This is an optimization exercise on Yosys and OpenROAD, whose aim is small area and a short achievable clock period, not a production implementation. Only simulation tests tie the RTL to the original design; equivalence was not proved. Power is estimated from default activity; no workload was simulated.

wip/fjord:
## efi_dot_product_accum_top
module efi_dot_product_accum_top (
   input  logic         clk0,
   input  logic         aclr0,
   input  logic         ena,
   input  logic         in_valid,
   input  logic         in_first,
   input  logic         in_last,
   input  logic [63:0]  ax,
   input  logic [63:0]  ay,
   output logic         out_valid,
   output logic [47:0]  result,
   output logic         out_overflow
);
==> flow/config.mk <==
export PLATFORM = sky130hd
export DESIGN_NAME = efi_dot_product_accum_top
export DESIGN_NICKNAME = efi_dot_product_accum_top
export VERILOG_FILES = /design/flow/design.v
export SDC_FILE = /design/flow/constraint.sdc
export NUM_CORES = 4
export LEC_CHECK = 0
export ABC_AREA = 1
export CAP_MARGIN = 20
export CORE_MARGIN = 2
export CORE_UTILIZATION = 40
export CTS_BUF_LIST = sky130_fd_sc_hd__clkbuf_8
export SETUP_SLACK_MARGIN = 4.0
export SLEW_MARGIN = 20
export SYNTH_HIERARCHICAL = 1
==> flow/constraint.sdc <==
create_clock -name core_clock -period 7.5 [get_ports {clk0}]
set_input_delay 1.5000 -clock core_clock [delete_from_list [all_inputs] [get_ports {clk0}]]
set_output_delay 1.5000 -clock core_clock [all_outputs]
set_load 0.01 [all_outputs]
standard.sh (not shown) runs the stock make flow with config.mk's settings and CLKGATE_MAP_FILE= SYNTH_SCRIPT=/design/flow/synth_recipe.tcl, a recipe that flattens the netlist after the stock synthesis.
==> flow/flow/run.sh <==
#!/bin/bash
# The standard layout (the standard.sh, unchanged synthesis), with the
# port buffers that placement inserts made plain buf_2 cells instead of the
# delay buffers buffer_ports picks by default.
set -euo pipefail
export BUFFER_PORTS_ARGS="-buffer_cell sky130_fd_sc_hd__buf_2"
bash standard.sh > standard.log 2>&1
Modified inputs, wip/zinc compared to wip/fjord
Settings: an added CTS_CLUSTER_DIAMETER of 100; a change of SETUP_SLACK_MARGIN from 4.0 to 4.2; an added CTS_CLUSTER_SIZE of 14; an added TNS_END_PERCENT of 10.
--- a/flow/flow/run.sh
+++ b/flow/flow/run.sh
@@ -3 +3 @@
-# port buffers that placement inserts made plain buf_2 cells instead of the
+# port buffers that placement inserts made plain buf_1 cells instead of the
@@ -6 +6 @@
-export BUFFER_PORTS_ARGS="-buffer_cell sky130_fd_sc_hd__buf_2"
+export BUFFER_PORTS_ARGS="-buffer_cell sky130_fd_sc_hd__buf_1"
## What came out
The number of global-route vias before repair in wip/zinc was lower than what wip/fjord gave.
[compare] base=wip/fjord new=wip/zinc: first-iteration DRC count higher; final layout net count rose by 76; clock buffer count from CTS fell about 50%; layout overhead on the synthesized area shows an increase of 0.55 points.
When wip/zinc is measured against wip/fjord, its routing usage on met3 turns out 0.64 points lower.
Per the comparison of wip/zinc with wip/fjord, total via count after detailed routing picked up an extra 104, routed length on met1 picked up an extra about 0.56%, power consumption lost about 3.6%, routed via count divided by cell count neither gained nor lost much.
Clock-pin slew on the worst setup and hold paths delta for wip/zinc relative to wip/fjord: 0.04 ns higher
Modified inputs, wip/willow compared to wip/zinc
Settings: SETUP_SLACK_MARGIN: 4.2 -> 3.85.
--- a/flow/flow/run.sh
+++ b/flow/flow/run.sh
@@ -3 +3 @@
-# port buffers that placement inserts made plain buf_1 cells instead of the
+# port buffers that placement inserts made plain buf_2 cells instead of the
@@ -6 +6 @@
-export BUFFER_PORTS_ARGS="-buffer_cell sky130_fd_sc_hd__buf_1"
+export BUFFER_PORTS_ARGS="-buffer_cell sky130_fd_sc_hd__buf_2"
==> run summary <==
wip/willow ran to completion and came out clean on the timing, DRC and antenna checks. [compare] base=wip/zinc new=wip/willow: power now smaller, number of antenna violations at the first check in global routing now smaller. Met2 layer wire length in the routed design (wip/willow over wip/zinc): decrease, 2400 um. Going from wip/zinc to wip/willow, peak clock frequency supported by timing level; cell depth of the worst hold path level; routed metal-1 wire length moved down; sequential power moved up. On routed via count divided by cell count: wip/willow sits above wip/zinc.

========
run A:
efi_dot_product_accum_top again, from the RTL that the note above started with.
==> flow/config.mk <==
export PLATFORM = sky130hd
export DESIGN_NAME = efi_dot_product_accum_top
export DESIGN_NICKNAME = efi_dot_product_accum_top
export VERILOG_FILES = /design/flow/design.v
export SDC_FILE = /design/flow/constraint.sdc
export NUM_CORES = 4
export LEC_CHECK = 0
export ABC_AREA = 1
export CAP_MARGIN = 20
export CORE_MARGIN = 2
export CORE_UTILIZATION = 40
export CTS_BUF_LIST = sky130_fd_sc_hd__clkbuf_8
export CTS_CLUSTER_DIAMETER = 100
export CTS_CLUSTER_SIZE = 14
export SETUP_SLACK_MARGIN = 4.0
export SLEW_MARGIN = 20
export SYNTH_HIERARCHICAL = 1
==> flow/constraint.sdc <==
create_clock -name core_clock -period 7.5 [get_ports {clk0}]
set_input_delay 1.5000 -clock core_clock [delete_from_list [all_inputs] [get_ports {clk0}]]
set_output_delay 1.5000 -clock core_clock [all_outputs]
set_load 0.01 [all_outputs]
==> flow/flow/run.sh <==
#!/bin/bash
# The standard layout (the standard.sh, unchanged synthesis), with the
# port buffers that placement inserts made plain buf_1 cells instead of the
# delay buffers buffer_ports picks by default.
set -euo pipefail
export BUFFER_PORTS_ARGS="-buffer_cell sky130_fd_sc_hd__buf_1"
bash standard.sh > standard.log 2>&1
#### Input delta (run B over run A)
- swapping 4.0 for 3.7 in SETUP_SLACK_MARGIN
--- outcome ---
- Fmax of run A is on par with run B.
- For clock distribution area overhead in the final layout, run A and run B come out practically identical.
- The run showing the greater final antenna diode count is run A.
- Run B ends up with lower via count than run A does.
- Run B vs. run A: maximum VDD drop did not really move, number of non-filler instances in the completed layout level.
- ~same fraction of final layout cells sized beyond drive strength 1 in run B and run A
- Reported for run B and run A, effective utilization at floorplan turned out identical to the last digit.
- Share of cell area taken by flip-flops and latches: run A vs run B, no meaningful difference
- The post-route total power on run A is in line with that on run B.
Input changes introduced in run C (baseline for comparison: run B):
- a change of SETUP_SLACK_MARGIN from 3.7 to 3.85
==> flow/flow/run.sh <==
#!/bin/bash
# The standard layout (the standard.sh, unchanged synthesis), with the
# port buffers that placement inserts made plain buf_2 cells instead of the
# delay buffers buffer_ports picks by default.
set -euo pipefail
export BUFFER_PORTS_ARGS="-buffer_cell sky130_fd_sc_hd__buf_2"
bash standard.sh > standard.log 2>&1
Notes after the runs:
Run C vs run B, ratio of cells with drive above 1 in the final layout went up by 4.8 points. From run B to run C, maximum level of the CTS H-tree did not move at all. Number of CTS-inserted buffers is lower on run C. Measured against run B, the pin count of the biggest net entering global routing of run C comes out at 0.910 times the reference value. Netlist area before placement essentially unchanged between run B and run C. Between run B and run C, the flow reports detailed route wirelength on metal2 decreasing by a few percent. Diff run B and run C: achievable frequency lower in run B. Relative to run B, area added between synthesis and finish increased by 0.35 points in run C. No stage failed in run C, and the final checks on the layout all came back clean. Run B: PASS, flow complete, no timing, DRC or antenna violations.
The following lists how run D was set up differently from run C:
- CORE_UTILIZATION now 55, was 40
==> comparison <==
Run D vs run C — power dropped slightly
Compared with run C, in run D sequential share of layout area moved up, sum of routed wire length over all layers +about 3%.
Compared with run C, run D has less setup slack.
The flow did not stop early for run D: all stages ran, and the layout cleared the timing, DRC and antenna checks.
Clock share of power: run D and run C compared, lower one is run D
From run C to run D the numbers moved as follows: utilization moved up; register-to-register slack moved down; cell area moved down.
Between run D and run C, the clock network area share does not differ in any meaningful way.
Going from run C to run D, the worst setup timing slack at the placement stage was found to have gone down by 0.24 ns.
Against run C, run D comes in 2.1% lower on clock-buffer cell count.

## separate check: timing with driven ports
How much do the figures lean on ideal ports? The routed layouts below were timed once more, with nothing changed but the port constraints. Step 1 sets driving cells, clkbuf_16 on the clock port and buf_2 on the other inputs (assumed; they add their load-dependent delay and slew). Step 2, shift: input delay + t, output delay - t, t = (earliest + latest rising clock arrival at the registers) / 2. This alone moves slack from input paths to output paths. Three values: ideal, step 1, step 2; two values: the first two.
run	t, ns	setup slack, ns	clock arrival spread, ns
wip/fjord	0.819	4.047 / 4.047 / 3.844	0.052 / 0.052
wip/zinc	0.799	4.111 / 4.111 / 3.560	0.040 / 0.041
wip/willow	0.790	4.101 / 4.101 / 3.823	0.023 / 0.023
run A	0.801	4.037 / 4.037 / 3.561	0.048 / 0.048
run B	0.801	4.041 / 4.041 / 3.565	0.045 / 0.045
run C	0.790	4.101 / 4.101 / 3.823	0.023 / 0.023
run D	0.760	3.965 / 3.965 / 3.665	0.047 / 0.047
After both steps setup and hold are still met in every run listed. The setup slack of wip/zinc, which loses most, moves by 0.000 ns with the drivers and by -0.551 ns with both steps.
